Context: an optimization exercise on an open-source flow, tuned for small area and few clock cycles per item. The choices shown serve that exercise and are no tape-out recipe.
No functional check of the RTL was part of any run shown here.

==> flow/design.v, too long to show whole: its modules and the start of the top module <==
// module dct8c_ctrl: 21 lines
// module dct8_column_fixed_point: 5257 lines
// module dct8c_fa: 11 lines
module dct8_column_fixed_point
(
    input  logic                aclk,
    input  logic                aresetn,
    input  logic                s_valid,
    output logic                s_ready,
    input  logic signed [15:0]  s_sample_0,
    input  logic signed [15:0]  s_sample_1,
    input  logic signed [15:0]  s_sample_2,
    input  logic signed [15:0]  s_sample_3,
    input  logic signed [15:0]  s_sample_4,
    input  logic signed [15:0]  s_sample_5,
    input  logic signed [15:0]  s_sample_6,
    input  logic signed [15:0]  s_sample_7,
    output logic                m_valid,
    input  logic                m_ready,
    output logic signed [18:0]  m_coef_0,
    output logic signed [17:0]  m_coef_1,
    output logic signed [17:0]  m_coef_2,
    output logic signed [17:0]  m_coef_3,
    output logic signed [18:0]  m_coef_4,
    output logic signed [17:0]  m_coef_5,
    output logic signed [17:0]  m_coef_6,
    output logic signed [17:0]  m_coef_7
);
  // ...
==> flow/run.sh <==
#!/bin/bash
# synth_recipe.tcl (not shown) runs the flow's synth.tcl, then flattens the netlist and writes it again
# the make line also repeats each setting of config.mk as NAME=value (left out here)
make -C /OpenROAD-flow-scripts/flow DESIGN_CONFIG=/design/flow/config.mk WORK_HOME=/design/flow/orfs CLKGATE_MAP_FILE= SYNTH_SCRIPT=/design/flow/synth_recipe.tcl finish
==> flow/config.mk <==
export PLATFORM = sky130hd
export DESIGN_NAME = dct8_column_fixed_point
export DESIGN_NICKNAME = dct8_column_fixed_point
export VERILOG_FILES = /design/flow/design.v
export SDC_FILE = /design/flow/constraint.sdc
export NUM_CORES = 4
export LEC_CHECK = 0
export CAP_MARGIN = 20
export CORE_MARGIN = 2
export CORE_UTILIZATION = 60
export CTS_CLUSTER_DIAMETER = 100
export CTS_CLUSTER_SIZE = 24
export SLEW_MARGIN = 20
export SYNTH_HIERARCHICAL = 1
==> flow/constraint.sdc <==
create_clock -name core_clock -period 7.5 [get_ports {aclk}]
set_input_delay 1.5000 -clock core_clock [delete_from_list [all_inputs] [get_ports {aclk}]]
set_output_delay 1.5000 -clock core_clock [all_outputs]
set_load 0.01 [all_outputs]
==> notes.md, run 1 <==
r2r setup slk 0.38 ns; Post-Synth Simple-Gate Area 3.48%; pins over their slew limit 0; area occupied by multi-input gates 35,300 um^2; invs w/o clock 877; status finished with violations; EDFF count, synth 262; I/O Pins 280; synth cell count leaders fa_1 (943), inv_1 (877), ha_1 (691), edfxtp_1 (262), a21oi_1 (163); Final Setup Violations 3; final worst path period need 7.56 ns; number of global-route vias before repair 31.6k; CP Capture Point m_coef_7[10]; Fail Reasons setup timing; Post-CTS Setup Inserts 42; top flop regs p0_r1 x18, p0_r2 x18, p1_r2 x18; min setup slack post-route -0.0610 ns; initial antenna violation count 4; Critical R2R Capture os1_r2[14]$_DFFE_PP_; antenna diode count 2; Clock buf/inv share less than 1%; Post-Synth XOR/XNOR Area 4.66%; Place WS -0.125 ns; Core Box Area between 70,000 and 80,000 um^2; hold_ws 0.420 ns; CP arrival 6.06 ns; Detail Route met3 WL 6070 um; Worst path max stage delay 0.56 ns; met1 WL between 40,000 and 50,000 um
==> run 2, diff against run 1 <==
--- a/flow/design.v
+++ b/flow/design.v
@@ -1529,62 +1529,54 @@
     wire s_1417, c_1418;
     dct8c_fa u_s_1417 (.a(sa_r1[12]), .b(sa_r1[10]), .c(sa_r1[4]), .s(s_1417), .co(c_1418));
     wire s_1419, c_1420;
     assign s_1419 = sa_r1[2] ^ sa_r1[0];
     assign c_1420 = sa_r1[2] & sa_r1[0];
     wire s_1421, c_1422;
     dct8c_fa u_s_1421 (.a(sa_r1[5]), .b(sa_r1[3]), .c(sa_r1[1]), .s(s_1421), .co(c_1422));
     wire s_1423, c_1424;
-    assign s_1423 = sa_r1[0] ^ s_1389;
-    assign c_1424 = sa_r1[0] | s_1389;
+    dct8c_fa u_s_1423 (.a(sa_r1[0]), .b(s_1389), .c(1'b1), .s(s_1423), .co(c_1424));
     wire s_1425, c_1426;
     dct8c_fa u_s_1425 (.a(sa_r1[4]), .b(sa_r1[2]), .c(sa_r1[1]), .s(s_1425), .co(c_1426));
     wire s_1427, c_1428;
-    assign s_1427 = s_1391 ^ c_1390;
-    assign c_1428 = s_1391 | c_1390;
+    dct8c_fa u_s_1427 (.a(s_1391), .b(c_1390), .c(1'b1), .s(s_1427), .co(c_1428));
     wire s_1429, c_1430;
     dct8c_fa u_s_1429 (.a(sa_r1[0]), .b(s_1393), .c(s_1395), .s(s_1429), .co(c_1430));
     wire s_1431, c_1432;
     assign s_1431 = ~c_1392 ^ sa_r1[15];
     assign c_1432 = ~c_1392 & sa_r1[15];
     wire s_1433, c_1434;
     dct8c_fa u_s_1433 (.a(sa_r1[1]), .b(s_1397), .c(s_1399), .s(s_1433), .co(c_1434));
     wire s_1435, c_1436;
-    assign s_1435 = c_1394 ^ c_1396;
-    assign c_1436 = c_1394 | c_1396;
+    dct8c_fa u_s_1435 (.a(c_1394), .b(c_1396), .c(1'b1), .s(s_1435), .co(c_1436));
     wire s_1437, c_1438;
     dct8c_fa u_s_1437 (.a(sa_r1[4]), .b(sa_r1[2]), .c(s_1401), .s(s_1437), .co(c_1438));
     wire s_1439, c_1440;
     dct8c_fa u_s_1439 (.a(c_1398), .b(c_1400), .c(~sa_r1[15]), .s(s_1439), .co(c_1440));
     wire s_1441, c_1442;
     dct8c_fa u_s_1441 (.a(sa_r1[6]), .b(sa_r1[5]), .c(sa_r1[3]), .s(s_1441), .co(c_1442));
     wire s_1443, c_1444;
-    assign s_1443 = s_1403 ^ c_1402;
-    assign c_1444 = s_1403 | c_1402;
+    dct8c_fa u_s_1443 (.a(s_1403), .b(c_1402), .c(1'b1), .s(s_1443), .co(c_1444));
     wire s_1445, c_1446;
     dct8c_fa u_s_1445 (.a(sa_r1[7]), .b(sa_r1[6]), .c(sa_r1[4]), .s(s_1445), .co(c_1446));
     wire s_1447, c_1448;
-    assign s_1447 = s_1405 ^ c_1404;
-    assign c_1448 = s_1405 | c_1404;
+    dct8c_fa u_s_1447 (.a(s_1405), .b(c_1404), .c(1'b1), .s(s_1447), .co(c_1448));
     wire s_1449, c_1450;
     dct8c_fa u_s_1449 (.a(sa_r1[8]), .b(sa_r1[7]), .c(sa_r1[5]), .s(s_1449), .co(c_1450));
     wire s_1451, c_1452;
-    assign s_1451 = s_1407 ^ c_1406;
-    assign c_1452 = s_1407 | c_1406;
+    dct8c_fa u_s_1451 (.a(s_1407), .b(c_1406), .c(1'b1), .s(s_1451), .co(c_1452));
     wire s_1453, c_1454;
     dct8c_fa u_s_1453 (.a(sa_r1[9]), .b(sa_r1[8]), .c(sa_r1[6]), .s(s_1453), .co(c_1454));
     wire s_1455, c_1456;
-    assign s_1455 = s_1409 ^ c_1408;
-    assign c_1456 = s_1409 | c_1408;
+    dct8c_fa u_s_1455 (.a(s_1409), .b(c_1408), .c(1'b1), .s(s_1455), .co(c_1456));
     wire s_1457, c_1458;
     dct8c_fa u_s_1457 (.a(sa_r1[10]), .b(sa_r1[9]), .c(sa_r1[7]), .s(s_1457), .co(c_1458));
     wire s_1459, c_1460;
-    assign s_1459 = s_1411 ^ c_1410;
-    assign c_1460 = s_1411 | c_1410;
+    dct8c_fa u_s_1459 (.a(s_1411), .b(c_1410), .c(1'b1), .s(s_1459), .co(c_1460));
     wire s_1461, c_1462;
     dct8c_fa u_s_1461 (.a(sa_r1[13]), .b(sa_r1[11]), .c(sa_r1[10]), .s(s_1461), .co(c_1462));
     wire s_1463, c_1464;
     dct8c_fa u_s_1463 (.a(sa_r1[8]), .b(c_1412), .c(~sa_r1[15]), .s(s_1463), .co(c_1464));
     wire s_1465, c_1466;
     dct8c_fa u_s_1465 (.a(sa_r1[14]), .b(sa_r1[12]), .c(sa_r1[11]), .s(s_1465), .co(c_1466));
     wire s_1467, c_1468;
     assign s_1467 = sa_r1[9] ^ 1'b1;
@@ -1601,140 +1593,129 @@
     dct8c_fa u_s_1475 (.a(sa_r1[9]), .b(sa_r1[7]), .c(sa_r1[1]), .s(s_1475), .co(c_1476));
     wire s_1477, c_1478;
     dct8c_fa u_s_1477 (.a(sa_r1[2]), .b(sa_r1[0]), .c(s_1413), .s(s_1477), .co(c_1478));
     wire s_1479, c_1480;
     dct8c_fa u_s_1479 (.a(sa_r1[1]), .b(s_1415), .c(c_1414), .s(s_1479), .co(c_1480));
     wire s_1481, c_1482;
     dct8c_fa u_s_1481 (.a(s_1417), .b(s_1419), .c(c_1416), .s(s_1481), .co(c_1482));
     wire s_1483, c_1484;
-    dct8c_fa u_s_1483 (.a(s_1421), .b(c_1418), .c(c_1420), .s(s_1483), .co(c_1484));
+    dct8c_fa u_s_1483 (.a(s_1421), .b(s_1423), .c(c_1418), .s(s_1483), .co(c_1484));
     wire s_1485, c_1486;
-    dct8c_fa u_s_1485 (.a(s_1425), .b(c_1422), .c(c_1424), .s(s_1485), .co(c_1486));
+    dct8c_fa u_s_1485 (.a(s_1425), .b(s_1427), .c(c_1422), .s(s_1485), .co(c_1486));
     wire s_1487, c_1488;
     dct8c_fa u_s_1487 (.a(s_1429), .b(c_1426), .c(c_1428), .s(s_1487), .co(c_1488));
     wire s_1489, c_1490;
-    dct8c_fa u_s_1489 (.a(s_1433), .b(c_1430), .c(~s_1435), .s(s_1489), .co(c_1490));
+    dct8c_fa u_s_1489 (.a(s_1433), .b(s_1435), .c(c_1430), .s(s_1489), .co(c_1490));
     wire s_1491, c_1492;
     dct8c_fa u_s_1491 (.a(s_1437), .b(s_1439), .c(c_1434), .s(s_1491), .co(c_1492));
     wire s_1493, c_1494;
-    dct8c_fa u_s_1493 (.a(s_1441), .b(c_1438), .c(c_1440), .s(s_1493), .co(c_1494));
+    dct8c_fa u_s_1493 (.a(s_1441), .b(s_1443), .c(c_1438), .s(s_1493), .co(c_1494));
     wire s_1495, c_1496;
-    dct8c_fa u_s_1495 (.a(s_1445), .b(c_1442), .c(c_1444), .s(s_1495), .co(c_1496));
+    dct8c_fa u_s_1495 (.a(s_1445), .b(s_1447), .c(c_1442), .s(s_1495), .co(c_1496));
     wire s_1497, c_1498;
-    dct8c_fa u_s_1497 (.a(s_1449), .b(c_1446), .c(c_1448), .s(s_1497), .co(c_1498));
+    dct8c_fa u_s_1497 (.a(s_1449), .b(s_1451), .c(c_1446), .s(s_1497), .co(c_1498));
     wire s_1499, c_1500;
-    dct8c_fa u_s_1499 (.a(s_1453), .b(c_1450), .c(c_1452), .s(s_1499), .co(c_1500));
+    dct8c_fa u_s_1499 (.a(s_1453), .b(s_1455), .c(c_1450), .s(s_1499), .co(c_1500));
     wire s_1501, c_1502;
-    dct8c_fa u_s_1501 (.a(s_1457), .b(c_1454), .c(c_1456), .s(s_1501), .co(c_1502));
+    dct8c_fa u_s_1501 (.a(s_1457), .b(s_1459), .c(c_1454), .s(s_1501), .co(c_1502));
     wire s_1503, c_1504;
     dct8c_fa u_s_1503 (.a(s_1461), .b(s_1463), .c(c_1458), .s(s_1503), .co(c_1504));
     wire s_1505, c_1506;
     dct8c_fa u_s_1505 (.a(s_1465), .b(s_1467), .c(c_1462), .s(s_1505), .co(c_1506));
     wire s_1507, c_1508;
     dct8c_fa u_s_1507 (.a(s_1469), .b(c_1466), .c(c_1468), .s(s_1507), .co(c_1508));
     wire s_1509, c_1510;
     dct8c_fa u_s_1509 (.a(sa_r1[11]), .b(s_1471), .c(c_1470), .s(s_1509), .co(c_1510));
     wire s_1511, c_1512;
     dct8c_fa u_s_1511 (.a(sa_r1[14]), .b(sa_r1[12]), .c(c_1472), .s(s_1511), .co(c_1512));
     wire s_1513, c_1514;
     assign s_1513 = sa_r1[2] ^ sa_r1[0];
     assign c_1514 = sa_r1[2] & sa_r1[0];
     wire s_1515, c_1516;
-    assign s_1515 = sa_r1[3] ^ sa_r1[1];
-    assign c_1516 = sa_r1[3] | sa_r1[1];
+    dct8c_fa u_s_1515 (.a(sa_r1[3]), .b(sa_r1[1]), .c(1'b1), .s(s_1515), .co(c_1516));
     wire s_1517, c_1518;
-    assign s_1517 = sa_r1[4] ^ sa_r1[2];
-    assign c_1518 = sa_r1[4] | sa_r1[2];
+    dct8c_fa u_s_1517 (.a(sa_r1[4]), .b(sa_r1[2]), .c(1'b1), .s(s_1517), .co(c_1518));
     wire s_1519, c_1520;
-    assign s_1519 = sa_r1[5] ^ sa_r1[3];
-    assign c_1520 = sa_r1[5] | sa_r1[3];
+    dct8c_fa u_s_1519 (.a(sa_r1[5]), .b(sa_r1[3]), .c(1'b1), .s(s_1519), .co(c_1520));
     wire s_1521, c_1522;
-    assign s_1521 = sa_r1[6] ^ sa_r1[4];
-    assign c_1522 = sa_r1[6] | sa_r1[4];
+    dct8c_fa u_s_1521 (.a(sa_r1[6]), .b(sa_r1[4]), .c(1'b1), .s(s_1521), .co(c_1522));
     wire s_1523, c_1524;
-    assign s_1523 = sa_r1[7] ^ sa_r1[5];
-    assign c_1524 = sa_r1[7] | sa_r1[5];
+    dct8c_fa u_s_1523 (.a(sa_r1[7]), .b(sa_r1[5]), .c(1'b1), .s(s_1523), .co(c_1524));
     wire s_1525, c_1526;
-    assign s_1525 = sa_r1[0] ^ s_1473;
-    assign c_1526 = sa_r1[0] | s_1473;
+    dct8c_fa u_s_1525 (.a(sa_r1[0]), .b(s_1473), .c(1'b1), .s(s_1525), .co(c_1526));
     wire s_1527, c_1528;
-    assign s_1527 = s_1475 ^ c_1474;
-    assign c_1528 = s_1475 | c_1474;
+    dct8c_fa u_s_1527 (.a(s_1475), .b(c_1474), .c(1'b1), .s(s_1527), .co(c_1528));
     wire s_1529, c_1530;
-    assign s_1529 = s_1477 ^ c_1476;
-    assign c_1530 = s_1477 | c_1476;
+    dct8c_fa u_s_1529 (.a(s_1477), .b(c_1476), .c(1'b1), .s(s_1529), .co(c_1530));
     wire s_1531, c_1532;
-    assign s_1531 = s_1479 ^ c_1478;
-    assign c_1532 = s_1479 | c_1478;
+    dct8c_fa u_s_1531 (.a(s_1479), .b(c_1478), .c(1'b1), .s(s_1531), .co(c_1532));
     wire s_1533, c_1534;
-    assign s_1533 = s_1481 ^ c_1480;
-    assign c_1534 = s_1481 | c_1480;
+    dct8c_fa u_s_1533 (.a(s_1481), .b(c_1480), .c(1'b1), .s(s_1533), .co(c_1534));
     wire s_1535, c_1536;
-    dct8c_fa u_s_1535 (.a(s_1483), .b(c_1482), .c(~s_1423), .s(s_1535), .co(c_1536));
+    dct8c_fa u_s_1535 (.a(c_1420), .b(s_1483), .c(c_1482), .s(s_1535), .co(c_1536));
     wire s_1537, c_1538;
-    dct8c_fa u_s_1537 (.a(s_1485), .b(c_1484), .c(~s_1427), .s(s_1537), .co(c_1538));
+    dct8c_fa u_s_1537 (.a(c_1424), .b(s_1485), .c(c_1484), .s(s_1537), .co(c_1538));
     wire s_1539, c_1540;
     dct8c_fa u_s_1539 (.a(s_1487), .b(c_1486), .c(~s_1431), .s(s_1539), .co(c_1540));
     wire s_1541, c_1542;
     dct8c_fa u_s_1541 (.a(s_1489), .b(c_1488), .c(~c_1432), .s(s_1541), .co(c_1542));
     wire s_1543, c_1544;
     dct8c_fa u_s_1543 (.a(c_1436), .b(s_1491), .c(c_1490), .s(s_1543), .co(c_1544));
     wire s_1545, c_1546;
-    dct8c_fa u_s_1545 (.a(s_1493), .b(c_1492), .c(~s_1443), .s(s_1545), .co(c_1546));
+    dct8c_fa u_s_1545 (.a(c_1440), .b(s_1493), .c(c_1492), .s(s_1545), .co(c_1546));
     wire s_1547, c_1548;
-    dct8c_fa u_s_1547 (.a(s_1495), .b(c_1494), .c(~s_1447), .s(s_1547), .co(c_1548));
+    dct8c_fa u_s_1547 (.a(c_1444), .b(s_1495), .c(c_1494), .s(s_1547), .co(c_1548));
     wire s_1549, c_1550;
-    dct8c_fa u_s_1549 (.a(s_1497), .b(c_1496), .c(~s_1451), .s(s_1549), .co(c_1550));
+    dct8c_fa u_s_1549 (.a(c_1448), .b(s_1497), .c(c_1496), .s(s_1549), .co(c_1550));
     wire s_1551, c_1552;
-    dct8c_fa u_s_1551 (.a(s_1499), .b(c_1498), .c(~s_1455), .s(s_1551), .co(c_1552));
+    dct8c_fa u_s_1551 (.a(c_1452), .b(s_1499), .c(c_1498), .s(s_1551), .co(c_1552));
     wire s_1553, c_1554;
-    dct8c_fa u_s_1553 (.a(s_1501), .b(c_1500), .c(~s_1459), .s(s_1553), .co(c_1554));
+    dct8c_fa u_s_1553 (.a(c_1456), .b(s_1501), .c(c_1500), .s(s_1553), .co(c_1554));
     wire s_1555, c_1556;
     dct8c_fa u_s_1555 (.a(c_1460), .b(s_1503), .c(c_1502), .s(s_1555), .co(c_1556));
     wire s_1557, c_1558;
     dct8c_fa u_s_1557 (.a(c_1464), .b(s_1505), .c(c_1504), .s(s_1557), .co(c_1558));
     wire s_1559, c_1560;
     dct8c_fa u_s_1559 (.a(s_1507), .b(c_1506), .c(~sa_r1[15]), .s(s_1559), .co(c_1560));
     wire s_1561, c_1562;
-    assign s_1561 = s_1509 ^ c_1508;
-    assign c_1562 = s_1509 | c_1508;
+    dct8c_fa u_s_1561 (.a(s_1509), .b(c_1508), .c(1'b1), .s(s_1561), .co(c_1562));
     wire s_1563, c_1564;
     dct8c_fa u_s_1563 (.a(s_1511), .b(c_1510), .c(~sa_r1[15]), .s(s_1563), .co(c_1564));
     wire s_1565, c_1566;
     dct8c_fa u_s_1565 (.a(sa_r1[13]), .b(c_1512), .c(~sa_r1[15]), .s(s_1565), .co(c_1566));
     wire s_1567, c_1568;
     assign s_1567 = sa_r1[14] ^ 1'b1;
     assign c_1568 = sa_r1[14] & 1'b1;
     wire [31:0] ta_1569, tb_1570;
     assign ta_1569[0] = sa_r1[0];
     assign tb_1570[0] = 1'b1;
     assign ta_1569[1] = sa_r1[1];
     assign tb_1570[1] = 1'b1;
     assign ta_1569[2] = 1'b1;
     assign tb_1570[2] = s_1513;
-    assign ta_1569[3] = ~s_1515;
+    assign ta_1569[3] = s_1515;
     assign tb_1570[3] = c_1514;
-    assign ta_1569[4] = ~s_1517;
+    assign ta_1569[4] = s_1517;
     assign tb_1570[4] = c_1516;
-    assign ta_1569[5] = ~s_1519;
+    assign ta_1569[5] = s_1519;
     assign tb_1570[5] = c_1518;
-    assign ta_1569[6] = ~s_1521;
+    assign ta_1569[6] = s_1521;
     assign tb_1570[6] = c_1520;
-    assign ta_1569[7] = ~s_1523;
+    assign ta_1569[7] = s_1523;
     assign tb_1570[7] = c_1522;
-    assign ta_1569[8] = ~s_1525;
+    assign ta_1569[8] = s_1525;
     assign tb_1570[8] = c_1524;
-    assign ta_1569[9] = ~s_1527;
+    assign ta_1569[9] = s_1527;
     assign tb_1570[9] = c_1526;
-    assign ta_1569[10] = ~s_1529;
+    assign ta_1569[10] = s_1529;
     assign tb_1570[10] = c_1528;
-    assign ta_1569[11] = ~s_1531;
+    assign ta_1569[11] = s_1531;
     assign tb_1570[11] = c_1530;
-    assign ta_1569[12] = ~s_1533;
+    assign ta_1569[12] = s_1533;
     assign tb_1570[12] = c_1532;
     assign ta_1569[13] = s_1535;
     assign tb_1570[13] = c_1534;
     assign ta_1569[14] = s_1537;
     assign tb_1570[14] = c_1536;
     assign ta_1569[15] = s_1539;
     assign tb_1570[15] = c_1538;
     assign ta_1569[16] = s_1541;
@@ -1752,17 +1733,17 @@
     assign ta_1569[22] = s_1553;
     assign tb_1570[22] = c_1552;
     assign ta_1569[23] = s_1555;
     assign tb_1570[23] = c_1554;
     assign ta_1569[24] = s_1557;
     assign tb_1570[24] = c_1556;
     assign ta_1569[25] = s_1559;
     assign tb_1570[25] = c_1558;
-    assign ta_1569[26] = ~s_1561;
+    assign ta_1569[26] = s_1561;
     assign tb_1570[26] = c_1560;
     assign ta_1569[27] = s_1563;
     assign tb_1570[27] = c_1562;
     assign ta_1569[28] = s_1565;
     assign tb_1570[28] = c_1564;
     assign ta_1569[29] = s_1567;
     assign tb_1570[29] = c_1566;
     assign ta_1569[30] = ~sa_r1[15];
@@ -1988,62 +1969,54 @@
     wire s_1777, c_1778;
     dct8c_fa u_s_1777 (.a(qa_r1[12]), .b(qa_r1[10]), .c(qa_r1[4]), .s(s_1777), .co(c_1778));
     wire s_1779, c_1780;
     assign s_1779 = qa_r1[2] ^ qa_r1[0];
     assign c_1780 = qa_r1[2] & qa_r1[0];
     wire s_1781, c_1782;
     dct8c_fa u_s_1781 (.a(qa_r1[5]), .b(qa_r1[3]), .c(qa_r1[1]), .s(s_1781), .co(c_1782));
     wire s_1783, c_1784;
-    assign s_1783 = qa_r1[0] ^ s_1749;
-    assign c_1784 = qa_r1[0] | s_1749;
+    dct8c_fa u_s_1783 (.a(qa_r1[0]), .b(s_1749), .c(1'b1), .s(s_1783), .co(c_1784));
     wire s_1785, c_1786;
     dct8c_fa u_s_1785 (.a(qa_r1[4]), .b(qa_r1[2]), .c(qa_r1[1]), .s(s_1785), .co(c_1786));
     wire s_1787, c_1788;
-    assign s_1787 = s_1751 ^ c_1750;
-    assign c_1788 = s_1751 | c_1750;
+    dct8c_fa u_s_1787 (.a(s_1751), .b(c_1750), .c(1'b1), .s(s_1787), .co(c_1788));
     wire s_1789, c_1790;
     dct8c_fa u_s_1789 (.a(qa_r1[0]), .b(s_1753), .c(s_1755), .s(s_1789), .co(c_1790));
     wire s_1791, c_1792;
     assign s_1791 = ~c_1752 ^ qa_r1[15];
     assign c_1792 = ~c_1752 & qa_r1[15];
     wire s_1793, c_1794;
     dct8c_fa u_s_1793 (.a(qa_r1[1]), .b(s_1757), .c(s_1759), .s(s_1793), .co(c_1794));
     wire s_1795, c_1796;
-    assign s_1795 = c_1754 ^ c_1756;
-    assign c_1796 = c_1754 | c_1756;
+    dct8c_fa u_s_1795 (.a(c_1754), .b(c_1756), .c(1'b1), .s(s_1795), .co(c_1796));
     wire s_1797, c_1798;
     dct8c_fa u_s_1797 (.a(qa_r1[4]), .b(qa_r1[2]), .c(s_1761), .s(s_1797), .co(c_1798));
     wire s_1799, c_1800;
     dct8c_fa u_s_1799 (.a(c_1758), .b(c_1760), .c(~qa_r1[15]), .s(s_1799), .co(c_1800));
     wire s_1801, c_1802;
     dct8c_fa u_s_1801 (.a(qa_r1[6]), .b(qa_r1[5]), .c(qa_r1[3]), .s(s_1801), .co(c_1802));
     wire s_1803, c_1804;
-    assign s_1803 = s_1763 ^ c_1762;
-    assign c_1804 = s_1763 | c_1762;
+    dct8c_fa u_s_1803 (.a(s_1763), .b(c_1762), .c(1'b1), .s(s_1803), .co(c_1804));
     wire s_1805, c_1806;
     dct8c_fa u_s_1805 (.a(qa_r1[7]), .b(qa_r1[6]), .c(qa_r1[4]), .s(s_1805), .co(c_1806));
     wire s_1807, c_1808;
-    assign s_1807 = s_1765 ^ c_1764;
-    assign c_1808 = s_1765 | c_1764;
+    dct8c_fa u_s_1807 (.a(s_1765), .b(c_1764), .c(1'b1), .s(s_1807), .co(c_1808));
     wire s_1809, c_1810;
     dct8c_fa u_s_1809 (.a(qa_r1[8]), .b(qa_r1[7]), .c(qa_r1[5]), .s(s_1809), .co(c_1810));
     wire s_1811, c_1812;
-    assign s_1811 = s_1767 ^ c_1766;
-    assign c_1812 = s_1767 | c_1766;
+    dct8c_fa u_s_1811 (.a(s_1767), .b(c_1766), .c(1'b1), .s(s_1811), .co(c_1812));
     wire s_1813, c_1814;
     dct8c_fa u_s_1813 (.a(qa_r1[9]), .b(qa_r1[8]), .c(qa_r1[6]), .s(s_1813), .co(c_1814));
     wire s_1815, c_1816;
-    assign s_1815 = s_1769 ^ c_1768;
-    assign c_1816 = s_1769 | c_1768;
+    dct8c_fa u_s_1815 (.a(s_1769), .b(c_1768), .c(1'b1), .s(s_1815), .co(c_1816));
     wire s_1817, c_1818;
     dct8c_fa u_s_1817 (.a(qa_r1[10]), .b(qa_r1[9]), .c(qa_r1[7]), .s(s_1817), .co(c_1818));
     wire s_1819, c_1820;
-    assign s_1819 = s_1771 ^ c_1770;
-    assign c_1820 = s_1771 | c_1770;
+    dct8c_fa u_s_1819 (.a(s_1771), .b(c_1770), .c(1'b1), .s(s_1819), .co(c_1820));
     wire s_1821, c_1822;
     dct8c_fa u_s_1821 (.a(qa_r1[13]), .b(qa_r1[11]), .c(qa_r1[10]), .s(s_1821), .co(c_1822));
     wire s_1823, c_1824;
     dct8c_fa u_s_1823 (.a(qa_r1[8]), .b(c_1772), .c(~qa_r1[15]), .s(s_1823), .co(c_1824));
     wire s_1825, c_1826;
     dct8c_fa u_s_1825 (.a(qa_r1[14]), .b(qa_r1[12]), .c(qa_r1[11]), .s(s_1825), .co(c_1826));
     wire s_1827, c_1828;
     assign s_1827 = qa_r1[9] ^ 1'b1;
@@ -2060,140 +2033,129 @@
     dct8c_fa u_s_1835 (.a(qa_r1[9]), .b(qa_r1[7]), .c(qa_r1[1]), .s(s_1835), .co(c_1836));
     wire s_1837, c_1838;
     dct8c_fa u_s_1837 (.a(qa_r1[2]), .b(qa_r1[0]), .c(s_1773), .s(s_1837), .co(c_1838));
     wire s_1839, c_1840;
     dct8c_fa u_s_1839 (.a(qa_r1[1]), .b(s_1775), .c(c_1774), .s(s_1839), .co(c_1840));
     wire s_1841, c_1842;
     dct8c_fa u_s_1841 (.a(s_1777), .b(s_1779), .c(c_1776), .s(s_1841), .co(c_1842));
     wire s_1843, c_1844;
-    dct8c_fa u_s_1843 (.a(s_1781), .b(c_1778), .c(c_1780), .s(s_1843), .co(c_1844));
+    dct8c_fa u_s_1843 (.a(s_1781), .b(s_1783), .c(c_1778), .s(s_1843), .co(c_1844));
     wire s_1845, c_1846;
-    dct8c_fa u_s_1845 (.a(s_1785), .b(c_1782), .c(c_1784), .s(s_1845), .co(c_1846));
+    dct8c_fa u_s_1845 (.a(s_1785), .b(s_1787), .c(c_1782), .s(s_1845), .co(c_1846));
     wire s_1847, c_1848;
     dct8c_fa u_s_1847 (.a(s_1789), .b(c_1786), .c(c_1788), .s(s_1847), .co(c_1848));
     wire s_1849, c_1850;
-    dct8c_fa u_s_1849 (.a(s_1793), .b(c_1790), .c(~s_1795), .s(s_1849), .co(c_1850));
+    dct8c_fa u_s_1849 (.a(s_1793), .b(s_1795), .c(c_1790), .s(s_1849), .co(c_1850));
     wire s_1851, c_1852;
     dct8c_fa u_s_1851 (.a(s_1797), .b(s_1799), .c(c_1794), .s(s_1851), .co(c_1852));
     wire s_1853, c_1854;
-    dct8c_fa u_s_1853 (.a(s_1801), .b(c_1798), .c(c_1800), .s(s_1853), .co(c_1854));
+    dct8c_fa u_s_1853 (.a(s_1801), .b(s_1803), .c(c_1798), .s(s_1853), .co(c_1854));
     wire s_1855, c_1856;
-    dct8c_fa u_s_1855 (.a(s_1805), .b(c_1802), .c(c_1804), .s(s_1855), .co(c_1856));
+    dct8c_fa u_s_1855 (.a(s_1805), .b(s_1807), .c(c_1802), .s(s_1855), .co(c_1856));
     wire s_1857, c_1858;
-    dct8c_fa u_s_1857 (.a(s_1809), .b(c_1806), .c(c_1808), .s(s_1857), .co(c_1858));
+    dct8c_fa u_s_1857 (.a(s_1809), .b(s_1811), .c(c_1806), .s(s_1857), .co(c_1858));
     wire s_1859, c_1860;
-    dct8c_fa u_s_1859 (.a(s_1813), .b(c_1810), .c(c_1812), .s(s_1859), .co(c_1860));
+    dct8c_fa u_s_1859 (.a(s_1813), .b(s_1815), .c(c_1810), .s(s_1859), .co(c_1860));
     wire s_1861, c_1862;
-    dct8c_fa u_s_1861 (.a(s_1817), .b(c_1814), .c(c_1816), .s(s_1861), .co(c_1862));
+    dct8c_fa u_s_1861 (.a(s_1817), .b(s_1819), .c(c_1814), .s(s_1861), .co(c_1862));
     wire s_1863, c_1864;
     dct8c_fa u_s_1863 (.a(s_1821), .b(s_1823), .c(c_1818), .s(s_1863), .co(c_1864));
     wire s_1865, c_1866;
     dct8c_fa u_s_1865 (.a(s_1825), .b(s_1827), .c(c_1822), .s(s_1865), .co(c_1866));
     wire s_1867, c_1868;
     dct8c_fa u_s_1867 (.a(s_1829), .b(c_1826), .c(c_1828), .s(s_1867), .co(c_1868));
     wire s_1869, c_1870;
     dct8c_fa u_s_1869 (.a(qa_r1[11]), .b(s_1831), .c(c_1830), .s(s_1869), .co(c_1870));
     wire s_1871, c_1872;
     dct8c_fa u_s_1871 (.a(qa_r1[14]), .b(qa_r1[12]), .c(c_1832), .s(s_1871), .co(c_1872));
     wire s_1873, c_1874;
     assign s_1873 = qa_r1[2] ^ qa_r1[0];
     assign c_1874 = qa_r1[2] & qa_r1[0];
     wire s_1875, c_1876;
-    assign s_1875 = qa_r1[3] ^ qa_r1[1];
-    assign c_1876 = qa_r1[3] | qa_r1[1];
+    dct8c_fa u_s_1875 (.a(qa_r1[3]), .b(qa_r1[1]), .c(1'b1), .s(s_1875), .co(c_1876));
     wire s_1877, c_1878;
-    assign s_1877 = qa_r1[4] ^ qa_r1[2];
-    assign c_1878 = qa_r1[4] | qa_r1[2];
+    dct8c_fa u_s_1877 (.a(qa_r1[4]), .b(qa_r1[2]), .c(1'b1), .s(s_1877), .co(c_1878));
     wire s_1879, c_1880;
-    assign s_1879 = qa_r1[5] ^ qa_r1[3];
-    assign c_1880 = qa_r1[5] | qa_r1[3];
+    dct8c_fa u_s_1879 (.a(qa_r1[5]), .b(qa_r1[3]), .c(1'b1), .s(s_1879), .co(c_1880));
     wire s_1881, c_1882;
-    assign s_1881 = qa_r1[6] ^ qa_r1[4];
-    assign c_1882 = qa_r1[6] | qa_r1[4];
+    dct8c_fa u_s_1881 (.a(qa_r1[6]), .b(qa_r1[4]), .c(1'b1), .s(s_1881), .co(c_1882));
     wire s_1883, c_1884;
-    assign s_1883 = qa_r1[7] ^ qa_r1[5];
-    assign c_1884 = qa_r1[7] | qa_r1[5];
+    dct8c_fa u_s_1883 (.a(qa_r1[7]), .b(qa_r1[5]), .c(1'b1), .s(s_1883), .co(c_1884));
     wire s_1885, c_1886;
-    assign s_1885 = qa_r1[0] ^ s_1833;
-    assign c_1886 = qa_r1[0] | s_1833;
+    dct8c_fa u_s_1885 (.a(qa_r1[0]), .b(s_1833), .c(1'b1), .s(s_1885), .co(c_1886));
     wire s_1887, c_1888;
-    assign s_1887 = s_1835 ^ c_1834;
-    assign c_1888 = s_1835 | c_1834;
+    dct8c_fa u_s_1887 (.a(s_1835), .b(c_1834), .c(1'b1), .s(s_1887), .co(c_1888));
     wire s_1889, c_1890;
-    assign s_1889 = s_1837 ^ c_1836;
-    assign c_1890 = s_1837 | c_1836;
+    dct8c_fa u_s_1889 (.a(s_1837), .b(c_1836), .c(1'b1), .s(s_1889), .co(c_1890));
     wire s_1891, c_1892;
-    assign s_1891 = s_1839 ^ c_1838;
-    assign c_1892 = s_1839 | c_1838;
+    dct8c_fa u_s_1891 (.a(s_1839), .b(c_1838), .c(1'b1), .s(s_1891), .co(c_1892));
     wire s_1893, c_1894;
-    assign s_1893 = s_1841 ^ c_1840;
-    assign c_1894 = s_1841 | c_1840;
+    dct8c_fa u_s_1893 (.a(s_1841), .b(c_1840), .c(1'b1), .s(s_1893), .co(c_1894));
     wire s_1895, c_1896;
-    dct8c_fa u_s_1895 (.a(s_1843), .b(c_1842), .c(~s_1783), .s(s_1895), .co(c_1896));
+    dct8c_fa u_s_1895 (.a(c_1780), .b(s_1843), .c(c_1842), .s(s_1895), .co(c_1896));
     wire s_1897, c_1898;
-    dct8c_fa u_s_1897 (.a(s_1845), .b(c_1844), .c(~s_1787), .s(s_1897), .co(c_1898));
+    dct8c_fa u_s_1897 (.a(c_1784), .b(s_1845), .c(c_1844), .s(s_1897), .co(c_1898));
     wire s_1899, c_1900;
     dct8c_fa u_s_1899 (.a(s_1847), .b(c_1846), .c(~s_1791), .s(s_1899), .co(c_1900));
     wire s_1901, c_1902;
     dct8c_fa u_s_1901 (.a(s_1849), .b(c_1848), .c(~c_1792), .s(s_1901), .co(c_1902));
     wire s_1903, c_1904;
     dct8c_fa u_s_1903 (.a(c_1796), .b(s_1851), .c(c_1850), .s(s_1903), .co(c_1904));
     wire s_1905, c_1906;
-    dct8c_fa u_s_1905 (.a(s_1853), .b(c_1852), .c(~s_1803), .s(s_1905), .co(c_1906));
+    dct8c_fa u_s_1905 (.a(c_1800), .b(s_1853), .c(c_1852), .s(s_1905), .co(c_1906));
     wire s_1907, c_1908;
-    dct8c_fa u_s_1907 (.a(s_1855), .b(c_1854), .c(~s_1807), .s(s_1907), .co(c_1908));
+    dct8c_fa u_s_1907 (.a(c_1804), .b(s_1855), .c(c_1854), .s(s_1907), .co(c_1908));
     wire s_1909, c_1910;
-    dct8c_fa u_s_1909 (.a(s_1857), .b(c_1856), .c(~s_1811), .s(s_1909), .co(c_1910));
+    dct8c_fa u_s_1909 (.a(c_1808), .b(s_1857), .c(c_1856), .s(s_1909), .co(c_1910));
     wire s_1911, c_1912;
-    dct8c_fa u_s_1911 (.a(s_1859), .b(c_1858), .c(~s_1815), .s(s_1911), .co(c_1912));
+    dct8c_fa u_s_1911 (.a(c_1812), .b(s_1859), .c(c_1858), .s(s_1911), .co(c_1912));
     wire s_1913, c_1914;
-    dct8c_fa u_s_1913 (.a(s_1861), .b(c_1860), .c(~s_1819), .s(s_1913), .co(c_1914));
+    dct8c_fa u_s_1913 (.a(c_1816), .b(s_1861), .c(c_1860), .s(s_1913), .co(c_1914));
     wire s_1915, c_1916;
     dct8c_fa u_s_1915 (.a(c_1820), .b(s_1863), .c(c_1862), .s(s_1915), .co(c_1916));
     wire s_1917, c_1918;
     dct8c_fa u_s_1917 (.a(c_1824), .b(s_1865), .c(c_1864), .s(s_1917), .co(c_1918));
     wire s_1919, c_1920;
     dct8c_fa u_s_1919 (.a(s_1867), .b(c_1866), .c(~qa_r1[15]), .s(s_1919), .co(c_1920));
     wire s_1921, c_1922;
-    assign s_1921 = s_1869 ^ c_1868;
-    assign c_1922 = s_1869 | c_1868;
+    dct8c_fa u_s_1921 (.a(s_1869), .b(c_1868), .c(1'b1), .s(s_1921), .co(c_1922));
     wire s_1923, c_1924;
     dct8c_fa u_s_1923 (.a(s_1871), .b(c_1870), .c(~qa_r1[15]), .s(s_1923), .co(c_1924));
     wire s_1925, c_1926;
     dct8c_fa u_s_1925 (.a(qa_r1[13]), .b(c_1872), .c(~qa_r1[15]), .s(s_1925), .co(c_1926));
     wire s_1927, c_1928;
     assign s_1927 = qa_r1[14] ^ 1'b1;
     assign c_1928 = qa_r1[14] & 1'b1;
     wire [31:0] ta_1929, tb_1930;
     assign ta_1929[0] = qa_r1[0];
     assign tb_1930[0] = 1'b1;
     assign ta_1929[1] = qa_r1[1];
     assign tb_1930[1] = 1'b1;
     assign ta_1929[2] = 1'b1;
     assign tb_1930[2] = s_1873;
-    assign ta_1929[3] = ~s_1875;
+    assign ta_1929[3] = s_1875;
     assign tb_1930[3] = c_1874;
-    assign ta_1929[4] = ~s_1877;
+    assign ta_1929[4] = s_1877;
     assign tb_1930[4] = c_1876;
-    assign ta_1929[5] = ~s_1879;
+    assign ta_1929[5] = s_1879;
     assign tb_1930[5] = c_1878;
-    assign ta_1929[6] = ~s_1881;
+    assign ta_1929[6] = s_1881;
     assign tb_1930[6] = c_1880;
-    assign ta_1929[7] = ~s_1883;
+    assign ta_1929[7] = s_1883;
     assign tb_1930[7] = c_1882;
-    assign ta_1929[8] = ~s_1885;
+    assign ta_1929[8] = s_1885;
     assign tb_1930[8] = c_1884;
-    assign ta_1929[9] = ~s_1887;
+    assign ta_1929[9] = s_1887;
     assign tb_1930[9] = c_1886;
-    assign ta_1929[10] = ~s_1889;
+    assign ta_1929[10] = s_1889;
     assign tb_1930[10] = c_1888;
-    assign ta_1929[11] = ~s_1891;
+    assign ta_1929[11] = s_1891;
     assign tb_1930[11] = c_1890;
-    assign ta_1929[12] = ~s_1893;
+    assign ta_1929[12] = s_1893;
     assign tb_1930[12] = c_1892;
     assign ta_1929[13] = s_1895;
     assign tb_1930[13] = c_1894;
     assign ta_1929[14] = s_1897;
     assign tb_1930[14] = c_1896;
     assign ta_1929[15] = s_1899;
     assign tb_1930[15] = c_1898;
     assign ta_1929[16] = s_1901;
@@ -2211,17 +2173,17 @@
     assign ta_1929[22] = s_1913;
     assign tb_1930[22] = c_1912;
     assign ta_1929[23] = s_1915;
     assign tb_1930[23] = c_1914;
     assign ta_1929[24] = s_1917;
     assign tb_1930[24] = c_1916;
     assign ta_1929[25] = s_1919;
     assign tb_1930[25] = c_1918;
-    assign ta_1929[26] = ~s_1921;
+    assign ta_1929[26] = s_1921;
     assign tb_1930[26] = c_1920;
     assign ta_1929[27] = s_1923;
     assign tb_1930[27] = c_1922;
     assign ta_1929[28] = s_1925;
     assign tb_1930[28] = c_1924;
     assign ta_1929[29] = s_1927;
     assign tb_1930[29] = c_1926;
     assign ta_1929[30] = ~qa_r1[15];
@@ -3180,18 +3142,17 @@
     dct8c_fa u_s_2837 (.a(s_2793), .b(c_2792), .c(~c_2746), .s(s_2837), .co(c_2838));
     wire s_2839, c_2840;
     dct8c_fa u_s_2839 (.a(s_2795), .b(c_2794), .c(~c_2752), .s(s_2839), .co(c_2840));
     wire s_2841, c_2842;
     dct8c_fa u_s_2841 (.a(s_2797), .b(c_2796), .c(~c_2754), .s(s_2841), .co(c_2842));
     wire s_2843, c_2844;
     dct8c_fa u_s_2843 (.a(s_2799), .b(c_2798), .c(~ev_r2[14]), .s(s_2843), .co(c_2844));
     wire s_2845, c_2846;
-    assign s_2845 = s_2801 ^ c_2800;
-    assign c_2846 = s_2801 | c_2800;
+    dct8c_fa u_s_2845 (.a(s_2801), .b(c_2800), .c(1'b1), .s(s_2845), .co(c_2846));
     wire s_2847, c_2848;
     dct8c_fa u_s_2847 (.a(eu_r2[15]), .b(ev_r2[16]), .c(c_2802), .s(s_2847), .co(c_2848));
     wire [30:0] ta_2849, tb_2850;
     assign ta_2849[0] = ev_r2[0];
     assign tb_2850[0] = 1'b0;
     assign ta_2849[1] = ev_r2[1];
     assign tb_2850[1] = 1'b0;
     assign ta_2849[2] = ev_r2[2];
@@ -3239,17 +3200,17 @@
     assign ta_2849[23] = s_2837;
     assign tb_2850[23] = c_2836;
     assign ta_2849[24] = s_2839;
     assign tb_2850[24] = c_2838;
     assign ta_2849[25] = s_2841;
     assign tb_2850[25] = c_2840;
     assign ta_2849[26] = s_2843;
     assign tb_2850[26] = c_2842;
-    assign ta_2849[27] = ~s_2845;
+    assign ta_2849[27] = s_2845;
     assign tb_2850[27] = c_2844;
     assign ta_2849[28] = s_2847;
     assign tb_2850[28] = c_2846;
     assign ta_2849[29] = ~eu_r2[16];
     assign tb_2850[29] = c_2848;
     assign ta_2849[30] = 1'b1;
     assign tb_2850[30] = 1'b0;
     wire p_2851 = ta_2849[0] ^ tb_2850[0];
@@ -3969,18 +3930,17 @@
     dct8c_fa u_s_3471 (.a(s_3413), .b(s_3415), .c(c_3408), .s(s_3471), .co(c_3472));
     wire s_3473, c_3474;
     dct8c_fa u_s_3473 (.a(c_3410), .b(c_3412), .c(~oq1_r2[15]), .s(s_3473), .co(c_3474));
     wire s_3475, c_3476;
     dct8c_fa u_s_3475 (.a(os1_r2[12]), .b(os1_r2[8]), .c(os1_r2[7]), .s(s_3475), .co(c_3476));
     wire s_3477, c_3478;
     dct8c_fa u_s_3477 (.a(os1_r2[5]), .b(s_3417), .c(s_3419), .s(s_3477), .co(c_3478));
     wire s_3479, c_3480;
-    assign s_3479 = c_3414 ^ c_3416;
-    assign c_3480 = c_3414 | c_3416;
+    dct8c_fa u_s_3479 (.a(c_3414), .b(c_3416), .c(1'b1), .s(s_3479), .co(c_3480));
     wire s_3481, c_3482;
     dct8c_fa u_s_3481 (.a(os1_r2[14]), .b(os1_r2[13]), .c(os1_r2[9]), .s(s_3481), .co(c_3482));
     wire s_3483, c_3484;
     dct8c_fa u_s_3483 (.a(os1_r2[8]), .b(os1_r2[6]), .c(s_3421), .s(s_3483), .co(c_3484));
     wire s_3485, c_3486;
     dct8c_fa u_s_3485 (.a(c_3418), .b(c_3420), .c(~oq1_r2[15]), .s(s_3485), .co(c_3486));
     wire s_3487, c_3488;
     dct8c_fa u_s_3487 (.a(oq1_r2[14]), .b(oq1_r2[13]), .c(oq1_r2[9]), .s(s_3487), .co(c_3488));
@@ -4044,19 +4004,19 @@
     dct8c_fa u_s_3541 (.a(s_3463), .b(s_3465), .c(c_3458), .s(s_3541), .co(c_3542));
     wire s_3543, c_3544;
     dct8c_fa u_s_3543 (.a(c_3460), .b(c_3462), .c(~s_3467), .s(s_3543), .co(c_3544));
     wire s_3545, c_3546;
     dct8c_fa u_s_3545 (.a(s_3469), .b(s_3471), .c(s_3473), .s(s_3545), .co(c_3546));
     wire s_3547, c_3548;
     dct8c_fa u_s_3547 (.a(c_3464), .b(c_3466), .c(~c_3468), .s(s_3547), .co(c_3548));
     wire s_3549, c_3550;
-    dct8c_fa u_s_3549 (.a(s_3475), .b(s_3477), .c(c_3470), .s(s_3549), .co(c_3550));
+    dct8c_fa u_s_3549 (.a(s_3475), .b(s_3477), .c(s_3479), .s(s_3549), .co(c_3550));
     wire s_3551, c_3552;
-    dct8c_fa u_s_3551 (.a(c_3472), .b(c_3474), .c(~s_3479), .s(s_3551), .co(c_3552));
+    dct8c_fa u_s_3551 (.a(c_3470), .b(c_3472), .c(c_3474), .s(s_3551), .co(c_3552));
     wire s_3553, c_3554;
     dct8c_fa u_s_3553 (.a(s_3481), .b(s_3483), .c(s_3485), .s(s_3553), .co(c_3554));
     wire s_3555, c_3556;
     dct8c_fa u_s_3555 (.a(c_3476), .b(c_3478), .c(c_3480), .s(s_3555), .co(c_3556));
     wire s_3557, c_3558;
     dct8c_fa u_s_3557 (.a(s_3487), .b(s_3489), .c(s_3491), .s(s_3557), .co(c_3558));
     wire s_3559, c_3560;
     dct8c_fa u_s_3559 (.a(c_3482), .b(c_3484), .c(c_3486), .s(s_3559), .co(c_3560));
@@ -4676,25 +4636,23 @@
     wire s_4019, c_4020;
     assign s_4019 = ~c_3962 ^ os0_r2[15];
     assign c_4020 = ~c_3962 & os0_r2[15];
     wire s_4021, c_4022;
     dct8c_fa u_s_4021 (.a(os0_r2[13]), .b(os0_r2[10]), .c(os0_r2[7]), .s(s_4021), .co(c_4022));
     wire s_4023, c_4024;
     dct8c_fa u_s_4023 (.a(os0_r2[6]), .b(s_3967), .c(s_3969), .s(s_4023), .co(c_4024));
     wire s_4025, c_4026;
-    assign s_4025 = c_3964 ^ c_3966;
-    assign c_4026 = c_3964 | c_3966;
+    dct8c_fa u_s_4025 (.a(c_3964), .b(c_3966), .c(1'b1), .s(s_4025), .co(c_4026));
     wire s_4027, c_4028;
     dct8c_fa u_s_4027 (.a(os0_r2[14]), .b(os0_r2[11]), .c(os0_r2[8]), .s(s_4027), .co(c_4028));
     wire s_4029, c_4030;
     dct8c_fa u_s_4029 (.a(os0_r2[7]), .b(s_3971), .c(s_3973), .s(s_4029), .co(c_4030));
     wire s_4031, c_4032;
-    assign s_4031 = c_3968 ^ c_3970;
-    assign c_4032 = c_3968 | c_3970;
+    dct8c_fa u_s_4031 (.a(c_3968), .b(c_3970), .c(1'b1), .s(s_4031), .co(c_4032));
     wire s_4033, c_4034;
     dct8c_fa u_s_4033 (.a(os0_r2[9]), .b(os0_r2[8]), .c(s_3975), .s(s_4033), .co(c_4034));
     wire s_4035, c_4036;
     dct8c_fa u_s_4035 (.a(s_3977), .b(c_3972), .c(c_3974), .s(s_4035), .co(c_4036));
     wire s_4037, c_4038;
     assign s_4037 = oq0_r2[15] ^ os0_r2[15];
     assign c_4038 = oq0_r2[15] & os0_r2[15];
     wire s_4039, c_4040;
@@ -4747,23 +4705,23 @@
     dct8c_fa u_s_4083 (.a(s_4009), .b(s_4011), .c(s_4013), .s(s_4083), .co(c_4084));
     wire s_4085, c_4086;
     dct8c_fa u_s_4085 (.a(c_4004), .b(c_4006), .c(c_4008), .s(s_4085), .co(c_4086));
     wire s_4087, c_4088;
     dct8c_fa u_s_4087 (.a(s_4015), .b(s_4017), .c(c_4010), .s(s_4087), .co(c_4088));
     wire s_4089, c_4090;
     dct8c_fa u_s_4089 (.a(c_4012), .b(c_4014), .c(~s_4019), .s(s_4089), .co(c_4090));
     wire s_4091, c_4092;
-    dct8c_fa u_s_4091 (.a(s_4021), .b(s_4023), .c(c_4016), .s(s_4091), .co(c_4092));
+    dct8c_fa u_s_4091 (.a(s_4021), .b(s_4023), .c(s_4025), .s(s_4091), .co(c_4092));
     wire s_4093, c_4094;
-    dct8c_fa u_s_4093 (.a(~c_4018), .b(s_4025), .c(c_4020), .s(s_4093), .co(c_4094));
+    dct8c_fa u_s_4093 (.a(c_4016), .b(c_4018), .c(~c_4020), .s(s_4093), .co(c_4094));
     wire s_4095, c_4096;
-    dct8c_fa u_s_4095 (.a(s_4027), .b(s_4029), .c(c_4022), .s(s_4095), .co(c_4096));
+    dct8c_fa u_s_4095 (.a(s_4027), .b(s_4029), .c(s_4031), .s(s_4095), .co(c_4096));
     wire s_4097, c_4098;
-    dct8c_fa u_s_4097 (.a(c_4024), .b(c_4026), .c(~s_4031), .s(s_4097), .co(c_4098));
+    dct8c_fa u_s_4097 (.a(c_4022), .b(c_4024), .c(c_4026), .s(s_4097), .co(c_4098));
     wire s_4099, c_4100;
     dct8c_fa u_s_4099 (.a(s_4033), .b(s_4035), .c(c_4028), .s(s_4099), .co(c_4100));
     wire s_4101, c_4102;
     dct8c_fa u_s_4101 (.a(c_4030), .b(c_4032), .c(~s_4037), .s(s_4101), .co(c_4102));
     wire s_4103, c_4104;
     dct8c_fa u_s_4103 (.a(s_4039), .b(s_4041), .c(s_4043), .s(s_4103), .co(c_4104));
     wire s_4105, c_4106;
     dct8c_fa u_s_4105 (.a(c_4034), .b(c_4036), .c(~c_4038), .s(s_4105), .co(c_4106));
@@ -4801,17 +4759,17 @@
     dct8c_fa u_s_4135 (.a(s_4075), .b(s_4077), .c(c_4072), .s(s_4135), .co(c_4136));
     wire s_4137, c_4138;
     dct8c_fa u_s_4137 (.a(s_4079), .b(s_4081), .c(c_4076), .s(s_4137), .co(c_4138));
     wire s_4139, c_4140;
     dct8c_fa u_s_4139 (.a(s_4083), .b(s_4085), .c(c_4080), .s(s_4139), .co(c_4140));
     wire s_4141, c_4142;
     dct8c_fa u_s_4141 (.a(s_4087), .b(s_4089), .c(c_4084), .s(s_4141), .co(c_4142));
     wire s_4143, c_4144;
-    dct8c_fa u_s_4143 (.a(s_4091), .b(c_4088), .c(c_4090), .s(s_4143), .co(c_4144));
+    dct8c_fa u_s_4143 (.a(s_4091), .b(s_4093), .c(c_4088), .s(s_4143), .co(c_4144));
     wire s_4145, c_4146;
     dct8c_fa u_s_4145 (.a(s_4095), .b(s_4097), .c(c_4092), .s(s_4145), .co(c_4146));
     wire s_4147, c_4148;
     dct8c_fa u_s_4147 (.a(s_4099), .b(s_4101), .c(c_4096), .s(s_4147), .co(c_4148));
     wire s_4149, c_4150;
     dct8c_fa u_s_4149 (.a(s_4103), .b(s_4105), .c(c_4100), .s(s_4149), .co(c_4150));
     wire s_4151, c_4152;
     dct8c_fa u_s_4151 (.a(s_4107), .b(s_4109), .c(c_4104), .s(s_4151), .co(c_4152));
@@ -4846,19 +4804,19 @@
     dct8c_fa u_s_4179 (.a(c_4074), .b(s_4135), .c(c_4134), .s(s_4179), .co(c_4180));
     wire s_4181, c_4182;
     dct8c_fa u_s_4181 (.a(c_4078), .b(s_4137), .c(c_4136), .s(s_4181), .co(c_4182));
     wire s_4183, c_4184;
     dct8c_fa u_s_4183 (.a(c_4082), .b(s_4139), .c(c_4138), .s(s_4183), .co(c_4184));
     wire s_4185, c_4186;
     dct8c_fa u_s_4185 (.a(c_4086), .b(s_4141), .c(c_4140), .s(s_4185), .co(c_4186));
     wire s_4187, c_4188;
-    dct8c_fa u_s_4187 (.a(s_4143), .b(c_4142), .c(~s_4093), .s(s_4187), .co(c_4188));
+    dct8c_fa u_s_4187 (.a(c_4090), .b(s_4143), .c(c_4142), .s(s_4187), .co(c_4188));
     wire s_4189, c_4190;
-    dct8c_fa u_s_4189 (.a(s_4145), .b(c_4144), .c(~c_4094), .s(s_4189), .co(c_4190));
+    dct8c_fa u_s_4189 (.a(c_4094), .b(s_4145), .c(c_4144), .s(s_4189), .co(c_4190));
     wire s_4191, c_4192;
     dct8c_fa u_s_4191 (.a(c_4098), .b(s_4147), .c(c_4146), .s(s_4191), .co(c_4192));
     wire s_4193, c_4194;
     dct8c_fa u_s_4193 (.a(c_4102), .b(s_4149), .c(c_4148), .s(s_4193), .co(c_4194));
     wire s_4195, c_4196;
     dct8c_fa u_s_4195 (.a(c_4106), .b(s_4151), .c(c_4150), .s(s_4195), .co(c_4196));
     wire s_4197, c_4198;
     dct8c_fa u_s_4197 (.a(c_4110), .b(s_4153), .c(c_4152), .s(s_4197), .co(c_4198));
@@ -5211,21 +5169,19 @@
     dct8c_fa u_s_4460 (.a(s_4414), .b(c_4413), .c(~c_4367), .s(s_4460), .co(c_4461));
     wire s_4462, c_4463;
     dct8c_fa u_s_4462 (.a(s_4416), .b(c_4415), .c(~s_4374), .s(s_4462), .co(c_4463));
     wire s_4464, c_4465;
     dct8c_fa u_s_4464 (.a(s_4418), .b(c_4417), .c(~c_4375), .s(s_4464), .co(c_4465));
     wire s_4466, c_4467;
     dct8c_fa u_s_4466 (.a(s_4420), .b(c_4419), .c(~oq0_r2[13]), .s(s_4466), .co(c_4467));
     wire s_4468, c_4469;
-    assign s_4468 = s_4422 ^ c_4421;
-    assign c_4469 = s_4422 | c_4421;
+    dct8c_fa u_s_4468 (.a(s_4422), .b(c_4421), .c(1'b1), .s(s_4468), .co(c_4469));
     wire s_4470, c_4471;
-    assign s_4470 = s_4424 ^ c_4423;
-    assign c_4471 = s_4424 | c_4423;
+    dct8c_fa u_s_4470 (.a(s_4424), .b(c_4423), .c(1'b1), .s(s_4470), .co(c_4471));
     wire [30:0] ta_4472, tb_4473;
     assign ta_4472[0] = 1'b0;
     assign tb_4473[0] = 1'b0;
     assign ta_4472[1] = 1'b0;
     assign tb_4473[1] = 1'b0;
     assign ta_4472[2] = ~oq0_r2[0];
     assign tb_4473[2] = 1'b1;
     assign ta_4472[3] = ~oq0_r2[1];
@@ -5271,19 +5227,19 @@
     assign ta_4472[23] = s_4460;
     assign tb_4473[23] = c_4459;
     assign ta_4472[24] = s_4462;
     assign tb_4473[24] = c_4461;
     assign ta_4472[25] = s_4464;
     assign tb_4473[25] = c_4463;
     assign ta_4472[26] = s_4466;
     assign tb_4473[26] = c_4465;
-    assign ta_4472[27] = ~s_4468;
+    assign ta_4472[27] = s_4468;
     assign tb_4473[27] = c_4467;
-    assign ta_4472[28] = ~s_4470;
+    assign ta_4472[28] = s_4470;
     assign tb_4473[28] = c_4469;
     assign ta_4472[29] = c_4425;
     assign tb_4473[29] = c_4471;
     assign ta_4472[30] = 1'b1;
     assign tb_4473[30] = 1'b0;
     wire [30:0] ts_4474 = ta_4472 + tb_4473;
     assign m_coef_3 = ts_4474[30:13];
 endmodule
@@ -5293,8 +5249,20 @@
     input  logic b,
     input  logic c,
     output logic s,
     output logic co
 );
     assign s  = a ^ b ^ c;
     assign co = (a & b) | (a & c) | (b & c);
 endmodule
+module dct8c_pc
+(
+    input  logic g,
+    input  logic p,
+    input  logic gl,
+    input  logic pl,
+    output logic go,
+    output logic po
+);
+    assign go = g | (p & gl);
+    assign po = p & pl;
+endmodule
==> flow/config.mk (replaced) <==
export PLATFORM = sky130hd
export DESIGN_NAME = dct8_column_fixed_point
export DESIGN_NICKNAME = dct8_column_fixed_point
export VERILOG_FILES = /design/flow/design.v
export SDC_FILE = /design/flow/constraint.sdc
export NUM_CORES = 4
export LEC_CHECK = 0
export CAP_MARGIN = 20
export CORE_MARGIN = 2
export CORE_UTILIZATION = 60
export CTS_CLUSTER_DIAMETER = 110
export CTS_CLUSTER_SIZE = 28
export SLEW_MARGIN = 20
export SYNTH_HIERARCHICAL = 1
==> run 2 against run 1 <==
Net effect: register-to-register slack worse by 0.03 ns; maximum frequency is 2.2% higher; synthesized area hardly changed; now clean on timing, DRC and antenna; non-clock buffer count is 13 lower; synthesized cell count is 2.7% lower; final cell count is 1.6% lower; first-iteration DRC count is 12% higher; sequential share of layout area hardly changed; hold slack better by 0.0058 ns; critical endpoint is now m_coef_7[14].
==> notes.md, run 2 <==
status no timing/DRC/antenna violations (was finished with violations); clk root buf clkbuf_16 (unchanged); Synth Area in Adders 60.5% (was 59.7%); Iter 0 DRT Violations 1,673 (was 1,489); initial antenna violation count 8 (was 4); design area 53,500 um^2 (was 53,400 um^2); commonest non-fill, non-tap cells in the layout fa_1 (977), inv_1 (707), ha_1 (630), buf_4 (269), edfxtp_1 (262) (was fa_1 (929), inv_1 (876), ha_1 (671), buf_4 (289), edfxtp_1 (262)); Compound-Gate Fraction of Synth Area 7.68% (about the same); first-pass GRT wire length 173,000 um (about the same); mux share of post-synthesis cell area 0.0652% (was 0.0217%); number of CTS-inserted buffers 14 (was 17); Final Setup Violations 0 (was 3); # DRC 0 (unchanged); YS warnings 8 (unchanged); IO buf count 279 (unchanged); Worst path max stage delay 0.58 ns (was 0.56 ns); Die X 281 um (about the same); GP Congestion 0.967 (was 0.953); CP top delay family adder cells (unchanged); unrepaired setup endpoints after global routing true (unchanged); Crit-path slowest cell fa_1 (unchanged); mapped cell area 46,100 um^2 (about the same); Util after Layout 70.4% (about the same); gr usage total 29.0% (was 28.9%); H-tree levels 1 (unchanged); share of cells above drive strength 1 9.63% (was 10.0%); Worst Hold End p0_r2[8]$_DFFE_PP_ (was p1_r2[13]$_DFFE_PP_); Post-Route WL 110,000 um (was 109,000 um); final cell count without fillers 5,424 (was 5,511); Post-Syn Instances 3,782 (was 3,886); DR vias/cell 5.43 (was 5.32); Most common cell on crit path fa_1 (unchanged); pins over their slew limit 0 (unchanged); flip-flop and latch count after synthesis 264 (unchanged); placed cell count 5,300 (was 5,400); Buf/Inv on CP 5 (unchanged); # Max-Cap Violations 0 (unchanged); uppermost routed layer met5 (unchanged); Final HPWL DP 96,500 um (was 95,200 um); die area 79,000 um^2 (about the same); largest net degree at the start of global routing 151 (was 121); CTS tree built (unchanged); hold_sp p0_r1[8]$_DFFE_PP_ (was p1_r1[13]$_DFFE_PP_); max_slew headroom 38.0% (was 35.0%); CP Cell Sequence buf_4 -> buf_6 -> fa_1 -> fa_1 -> fa_1 -> fa_1 -> fa_1 -> ha_4 -> nand4_1 -> o31a_1 -> a211oi_2 -> buf_4 -> a221o_1 -> buf_4 -> xor2_2 -> dlygate4sd2_1 (was buf_6 -> fa_1 -> fa_1 -> fa_1 -> fa_1 -> fa_1 -> ha_4 -> a21o_1 -> a21o_1 -> a21o_1 -> or3_1 -> o211ai_1 -> buf_4 -> buf_6 -> nand2b_4 -> a21o_1 -> buf_6 -> a21oi_4 -> xnor2_2 -> buf_2); FF-to-FF path depth 24 (was 26); Max Clock Freq 135 MHz (was 132 MHz); Via Count 29.5k (was 29.3k); Async SR Flop Fraction 0% (unchanged); CP max FO 4 (was 2); top cell type's share of synthesized area 42.9% (was 41.0%); met2 WL 51,700 um (was 52,000 um); r2r setup slk 0.35 ns (was 0.38 ns); cell taking the most area after synthesis fa_1 (unchanged); Post-Synth XOR/XNOR Area 4.60% (was 4.66%); I/O Pins 280 (unchanged); largest family of logic cells by synthesized area adder cells (unchanged); clock-pin transition on the worst setup and hold timing paths 0.11 ns (was 0.09 ns); fin crit share 98.6% (was 101%); Worst Path Required 6.00 ns (about the same); CP arrival 5.90 ns (was 6.06 ns); Critical R2R Capture oq1_r2[14]$_DFFE_PP_ (was os1_r2[14]$_DFFE_PP_); EDFF count, synth 262 (unchanged); Die Ht 281 um (about the same); worst min path class reg -> reg (unchanged); clock latency (worst-skew pair) 0.53 ns (about the same); type of the worst setup path reg -> out (unchanged); hold_ws 0.426 ns (was 0.420 ns); final worst path period need 7.40 ns (was 7.56 ns); Synth area leaders fa_1 (43%), ha_1 (18%), edfxtp_1 (17%), inv_1 (5.8%), xor2_1 (2.4%) (was fa_1 (41%), ha_1 (19%), edfxtp_1 (17%), inv_1 (7.1%), xnor2_1 (2.4%)); Post-Synth Simple-Gate Area 4.04% (was 3.48%); top flop regs p0_r1 x18, p0_r2 x18, p1_r2 x18 (unchanged); synth cell count leaders fa_1 (987), inv_1 (709), ha_1 (647), edfxtp_1 (262), a21oi_1 (163) (was fa_1 (943), inv_1 (877), ha_1 (691), edfxtp_1 (262), a21oi_1 (163)); clock tree buffer depth 3 (unchanged); final net count 6,157 (was 6,239); Starting Density 60.6% (was 60.7%); CP endpoint kind primary output (unchanged); Layout area overhead 16.1% (was 15.9%); Final Skew 0.0492 ns (was 0.0248 ns); antenna-violating nets left 0 (unchanged); placed cell area 51,700 um^2 (was 51,800 um^2); Fin Setup TNS 0 ns (was -0.129 ns); Critical Path Source Type register (unchanged); main flop type after synthesis edfxtp_1 (unchanged); most common cell in the netlist fa_1 (unchanged); num rows 101 (unchanged); most common cell after layout, fill and taps aside fa_1 (unchanged); Mean Syn Cell Area 12.2 um^2 (was 11.9 um^2); Detail Route met3 WL 7080 um (was 6070 um); Core Box Area 75,900 um^2 (unchanged); met1 WL 49,400 um (was 49,100 um); Slew @ Worst Pin 0.930 ns (was 0.975 ns); final hold violation count 0 (unchanged); Netlist cell types 68 (unchanged); number of global-route vias before repair 31.1k (was 31.6k); launch point of the worst reg-to-reg path qa_r1[14]$_DFFE_PP_ (was sa_r1[5]$_DFFE_PP_); CTS sink cnt 264 (unchanged); detailed-router iteration count before antenna repair 5 (was 6); WHS Path Cells 0 (unchanged); DR WL/cell 20.3 um (was 19.8 um); share of the yosys chip area belonging to registers 17.2% (about the same); GR Overflow Total 0 (unchanged)
[run 2: cell types whose count changed after synthesis, moves of 7 or more]
cell / change
inv_1: -168
fa_1: +44
ha_1: -44
nor2_1: +23
o21bai_1: -17
nand2_1: +13
nand2b_1: +13
nor3_1: +13
o31a_1: +11
nor2b_1: -8
xnor2_1: -8
and2_1: +7
o211ai_1: -7
[run 2: worst max path at each step]
stage	slack (ns)	cells past startpoint	startpoint	to
6_report	0.10	16	os1_r2[13]$_DFFE_PP_	m_coef_7[14]
2_1_floorplan	0.74	15	os0_r2[10]$_DFFE_PP_	m_coef_3[11]
3_3_place_gp	0.1	24	s_sample_7[0]	eu_r1[14]$_DFFE_PP_
3_5_place_dp	0.05	24	s_sample_0[0]	eu_r1[14]$_DFFE_PP_
4_1_cts	0.002	17	os0_r2[9]$_DFFE_PP_	m_coef_3[12]
5_1_grt	-0.05	18	oq0_r2[7]$_DFFE_PP_	m_coef_3[17]
[run 2: cell families (layout without fill, tap and decap cells)]
kind of cell	count (synthesis)	after routing
compound gates	527	527
xor+xnor	242	242
fa+ha+maj	1634	1634
buf+inv	729	1297
flops	264	264
mux	3	3
other cells	1	45
simple gates	382	382
[run 2: what timing repair did]
action / CTS / global route
pin swaps: 20 / 40
resized for setup: 69 / 107
setup buffers: 52 / 53
endpoints found under the setup margin: 44 / 66
hold buffers: 0 / 0
[run 2: routing by layer]
layer / vias up / global-route usage [%]
met5: - / 0
met1: 15200 / 42.8
met2: 740 / 47.0
li1: 13500 / -
met3: 86 / 4.37
met4: 10 / 4.50
[run 2: layout make-up]
class                           instances  area [um^2]
Multi-Input combinational cell       2832        36000
Fill cell                            5653        22500
Sequential cell                       264         7910
Timing Repair Buffer                  570         5130
Inverter                              709         2670
Tap cell                             1030         1290
Clock buffer                           15          375
Clock inverter                          3         76.3
Antenna cell                            1         2.50
[run 2: Yosys stat by module, one instance, submodules excluded]
module                   times used  flops+latches  area, um^2
dct8c_fa                        775              0        20.0
dct8_column_fixed_point           1            262       30500
dct8c_ctrl                        1              2        82.6
[run 2: through the flow]
step                      worst slack [ns]
after global placement              0.0985
after CTS                          0.00168
after floorplan                      0.743
final                                0.104
after detailed placement            0.0535
after global routing               -0.0505

-- static timing again, ports no longer ideal --
In the flow no input, the clock included, has a driving cell. The finished layouts below were timed again as built, in two steps.
Step 1, drivers: a clkbuf_16 drives aclk and a buf_2 each remaining input, both assumed.
Step 2 times the ports against the registers' clock, not the clock port: input delays grow and output delays shrink by t, the midpoint of the rising clock arrivals with the driver on.
a / b / c = ideal / step 1 / step 2; a / b = the first two.
run	t, ns	setup slack, ns	hold slack, ns	worst setup path at the end
run 1	0.575	-0.061 / -0.120 / 0.036	0.420 / 0.420 / 0.420	input to register
run 2	0.565	0.104 / 0.046 / -0.009	0.426 / 0.426 / 0.426	input to register
With both steps, setup timing fails in run 2, where it was met with ideal ports. The setup slack of run 2, which loses most, moves by -0.058 ns with the drivers and by -0.113 ns with both steps.
